This design comes from an exercise in tuning for small area and a short achievable clock period on the open sky130 flow, not from production work.
RTL that was checked went through simulation tests only; none was proved equivalent to the original.

## v6
==> flow/design.v <==
module data_mem_responder #(
  parameter int DEPTH       = 64,
  parameter int WAIT_CYCLES = 2
) (
  input  logic        CLK,
  input  logic        Reset,
  input  logic        req,
  input  logic        we,
  input  logic [31:0] addr,
  input  logic [31:0] wdata,
  input  logic [3:0]  be,
  output logic [31:0] rdata,
  output logic        ack,
  output logic        err,
  output logic        busy
);
  localparam int AW = $clog2(DEPTH);
  logic          r_busy, r_ack, r_err;
  logic          r_st1, r_ld1, r_p2, r_ld2;
  logic [AW-1:0] r_idx;
  logic [3:0]    r_be;
  logic [31:0]   r_data;
  logic [31:0]   r_rdata;
  logic          w_acc, w_legal;
  logic [DEPTH-1:0] r_rsel;
  assign w_acc   = req && !r_busy;
  assign w_legal = (addr[1:0] == 2'b00) && (addr[31:AW+2] == '0);
  assign rdata = r_rdata;
  assign ack   = r_ack;
  assign err   = r_err;
  assign busy  = r_busy;
  always_ff @(posedge CLK or posedge Reset)
    if (Reset) begin
      r_busy <= 1'b0;
      r_ack  <= 1'b0;
      r_err  <= 1'b0;
      r_st1  <= 1'b0;
      r_ld1  <= 1'b0;
      r_p2   <= 1'b0;
      r_ld2  <= 1'b0;
    end else begin
      r_busy <= w_acc || r_st1 || r_ld1 || r_p2;
      r_ack  <= (w_acc && !w_legal) || r_p2;
      r_err  <= w_acc && !w_legal;
      r_st1  <= w_acc && w_legal && we;
      r_ld1  <= w_acc && w_legal && !we;
      r_p2   <= r_st1 || r_ld1;
      r_ld2  <= r_ld1;
    end
  always_ff @(posedge CLK)
    for (int w = 0; w < DEPTH/2; w++) begin
      r_rsel[w]           <= !r_busy && addr[AW+1:2] == AW'(w);
      r_rsel[w + DEPTH/2] <= r_ld1 && r_idx == AW'(w + DEPTH/2);
    end
  always_ff @(posedge CLK)
    if (!r_busy) begin
      r_idx  <= addr[AW+1:2];
      r_be   <= be;
      r_data <= wdata;
    end else if (r_ld1) begin
      r_data <= w_m0;
    end
  logic [31:0] mem [DEPTH];
  for (genvar w = 0; w < DEPTH; w++) begin : g_word
    for (genvar b = 0; b < 4; b++) begin : g_byte
      always_ff @(posedge CLK)
        if (r_st1 && r_idx == AW'(w) && r_be[b]) mem[w][8*b +: 8] <= r_data[8*b +: 8];
    end
  end
  logic [31:0] w_m0, w_m1;
  for (genvar i = 0; i < 32; i++) begin : g_rbit
    logic [10:0] w_y0, w_y1;
    for (genvar k = 0; k < 10; k++) begin : g_s
      dmr_aoi3 u_s0 (.a0(r_rsel[3*k]), .b0(mem[3*k][i]), .a1(r_rsel[3*k+1]), .b1(mem[3*k+1][i]),
                     .a2(r_rsel[3*k+2]), .b2(mem[3*k+2][i]), .y(w_y0[k]));
      dmr_aoi3 u_s1 (.a0(r_rsel[32+3*k]), .b0(mem[32+3*k][i]), .a1(r_rsel[33+3*k]), .b1(mem[33+3*k][i]),
                     .a2(r_rsel[34+3*k]), .b2(mem[34+3*k][i]), .y(w_y1[k]));
    end
    assign w_y0[10] = !((r_rsel[30] && mem[30][i]) || (r_rsel[31] && mem[31][i]));
    dmr_aoi3 u_s1x (.a0(r_rsel[62]), .b0(mem[62][i]), .a1(r_rsel[63]), .b1(mem[63][i]),
                    .a2(r_ld2), .b2(r_data[i]), .y(w_y1[10]));
    assign w_m0[i] = !(&w_y0);
    assign w_m1[i] = !(&w_y1);
  end
  always_ff @(posedge CLK or posedge Reset)
    if (Reset) r_rdata <= '0;
    else       r_rdata <= r_ld2 ? w_m1 : '0;
endmodule
module dmr_aoi3 (
  input  logic a0, b0, a1, b1, a2, b2,
  output logic y
);
  assign y = !((a0 && b0) || (a1 && b1) || (a2 && b2));
endmodule
clock: 4.6 ns
lec_check: 0
cap_margin: 20
core_margin: 2
core_utilization: 60
setup_slack_margin: 2.6
slew_margin: 20
synth_hierarchical: 1
synth_minimum_keep_size: 0
standard.sh (not shown) runs the stock make flow with config.mk's settings and CLKGATE_MAP_FILE= SYNTH_SCRIPT=/design/flow/synth_recipe.tcl, a recipe that flattens the netlist after the stock synthesis.
==> flow/flow/run.sh <==
#!/bin/bash
# Layout flow: the standard ORFS flow (standard.sh), with two changes:
#  * port buffers are plain buffers (buf_2) instead of the delay cell buffer_ports picks;
#  * CTS clusters up to 30 sinks within 80 um per leaf buffer and adds no dummy load
#    cells to balance leaf nets.
# ORFS writes each step's full log under orfs/logs/; make's own output goes to standard.log.
set -euo pipefail
export BUFFER_PORTS_ARGS="-buffer_cell sky130_fd_sc_hd__buf_2"
export CTS_ARGS="-sink_clustering_enable -repair_clock_nets -dont_use_dummy_load -sink_clustering_size 30 -sink_clustering_max_diameter 80"
bash standard.sh > standard.log 2>&1
v6 finished every step from synthesis to the final layout, and the layout passed the timing, design-rule and antenna checks.
What v7 does differently from v6 at the input level:
==> flow/design.v <==
module data_mem_responder #(
  parameter int DEPTH       = 64,
  parameter int WAIT_CYCLES = 2
) (
  input  logic        CLK,
  input  logic        Reset,
  input  logic        req,
  input  logic        we,
  input  logic [31:0] addr,
  input  logic [31:0] wdata,
  input  logic [3:0]  be,
  output logic [31:0] rdata,
  output logic        ack,
  output logic        err,
  output logic        busy
);
  localparam int AW = $clog2(DEPTH);
  logic          r_busy, r_ack, r_err;
  logic          r_st1, r_ld1, r_p2;
  logic [AW-1:0] r_idx;
  logic [3:0]    r_be;
  logic [31:0]   r_data;
  logic [31:0]   r_rdata;
  logic          w_acc, w_legal;
  logic [DEPTH-1:0] r_rsel;
  assign w_acc   = req && !r_busy;
  assign w_legal = (addr[1:0] == 2'b00) && (addr[31:AW+2] == '0);
  assign rdata = r_rdata;
  assign ack   = r_ack;
  assign err   = r_err;
  assign busy  = r_busy;
  always_ff @(posedge CLK or posedge Reset)
    if (Reset) begin
      r_busy <= 1'b0;
      r_ack  <= 1'b0;
      r_err  <= 1'b0;
      r_st1  <= 1'b0;
      r_ld1  <= 1'b0;
      r_p2   <= 1'b0;
    end else begin
      r_busy <= w_acc || r_st1 || r_ld1 || r_p2;
      r_ack  <= (w_acc && !w_legal) || r_p2;
      r_err  <= w_acc && !w_legal;
      r_st1  <= w_acc && w_legal && we;
      r_ld1  <= w_acc && w_legal && !we;
      r_p2   <= r_st1 || r_ld1;
    end
  always_ff @(posedge CLK)
    for (int w = 0; w < DEPTH; w++)
      r_rsel[w] <= r_ld1 && (r_idx == AW'(w));
  always_ff @(posedge CLK)
    if (!r_busy) begin
      r_idx  <= addr[AW+1:2];
      r_be   <= be;
      r_data <= wdata;
    end
  logic [31:0] mem [DEPTH];
  for (genvar w = 0; w < DEPTH; w++) begin : g_word
    for (genvar b = 0; b < 4; b++) begin : g_byte
      always_ff @(posedge CLK)
        if (r_st1 && r_idx == AW'(w) && r_be[b]) mem[w][8*b +: 8] <= r_data[8*b +: 8];
    end
  end
  logic [31:0] w_m;
  for (genvar i = 0; i < 32; i++) begin : g_rbit
    logic [21:0] w_y;
    for (genvar k = 0; k < 21; k++) begin : g_s
      dmr_aoi3 u_s (.a0(r_rsel[3*k]), .b0(mem[3*k][i]), .a1(r_rsel[3*k+1]), .b1(mem[3*k+1][i]),
                    .a2(r_rsel[3*k+2]), .b2(mem[3*k+2][i]), .y(w_y[k]));
    end
    assign w_y[21] = !(r_rsel[63] && mem[63][i]);
    assign w_m[i]  = !(&w_y);
  end
  always_ff @(posedge CLK or posedge Reset)
    if (Reset) r_rdata <= '0;
    else       r_rdata <= w_m;
endmodule
module dmr_aoi3 (
  input  logic a0, b0, a1, b1, a2, b2,
  output logic y
);
  assign y = !((a0 && b0) || (a1 && b1) || (a2 && b2));
endmodule
Notes after the runs:
Layout sequential cell count of v7 is on par with v6. Run comparison: v7 worst hold path class input pin to async pin; v6 worst hold path class input pin to flop. Of v7 and v6, it is v7 that has the lower setup fix buffers added after clock tree synthesis. v7: post-layout minimum cycle time is 550 ps higher than what v6 reported. Relative to v6, required time at the worst-slack endpoint increased by 1500 ps in v7. Relative to v6, non-clock buffer count decreased by 45 in v7. From v7 to v6, number of H-tree levels did not move at all.
For v7, only the layout was checked, not whether the RTL still works.

-- what the ideal ports hide --
In the flow no input, the clock included, has a driving cell. The finished layouts below were timed again as built, in two steps. Step 1, drivers: a clkbuf_16 drives CLK and a buf_2 each remaining input, both assumed. Step 2, shift: input delay + t, output delay - t, t = (earliest + latest rising clock arrival at the registers) / 2. This alone moves slack from input paths to output paths. a / b / c = no drivers / after step 1 / after step 2; a / b = the first two.
run | t, ns | setup WS [ns] | latest minus earliest clock arrival (ns)
v6 | 0.785 | 2.192 / 2.119 / 2.197 | 0.068 / 0.068
v7 | 0.786 | 1.642 / 1.642 / 1.642 | 0.051 / 0.050
After both steps every run listed still meets setup and hold.
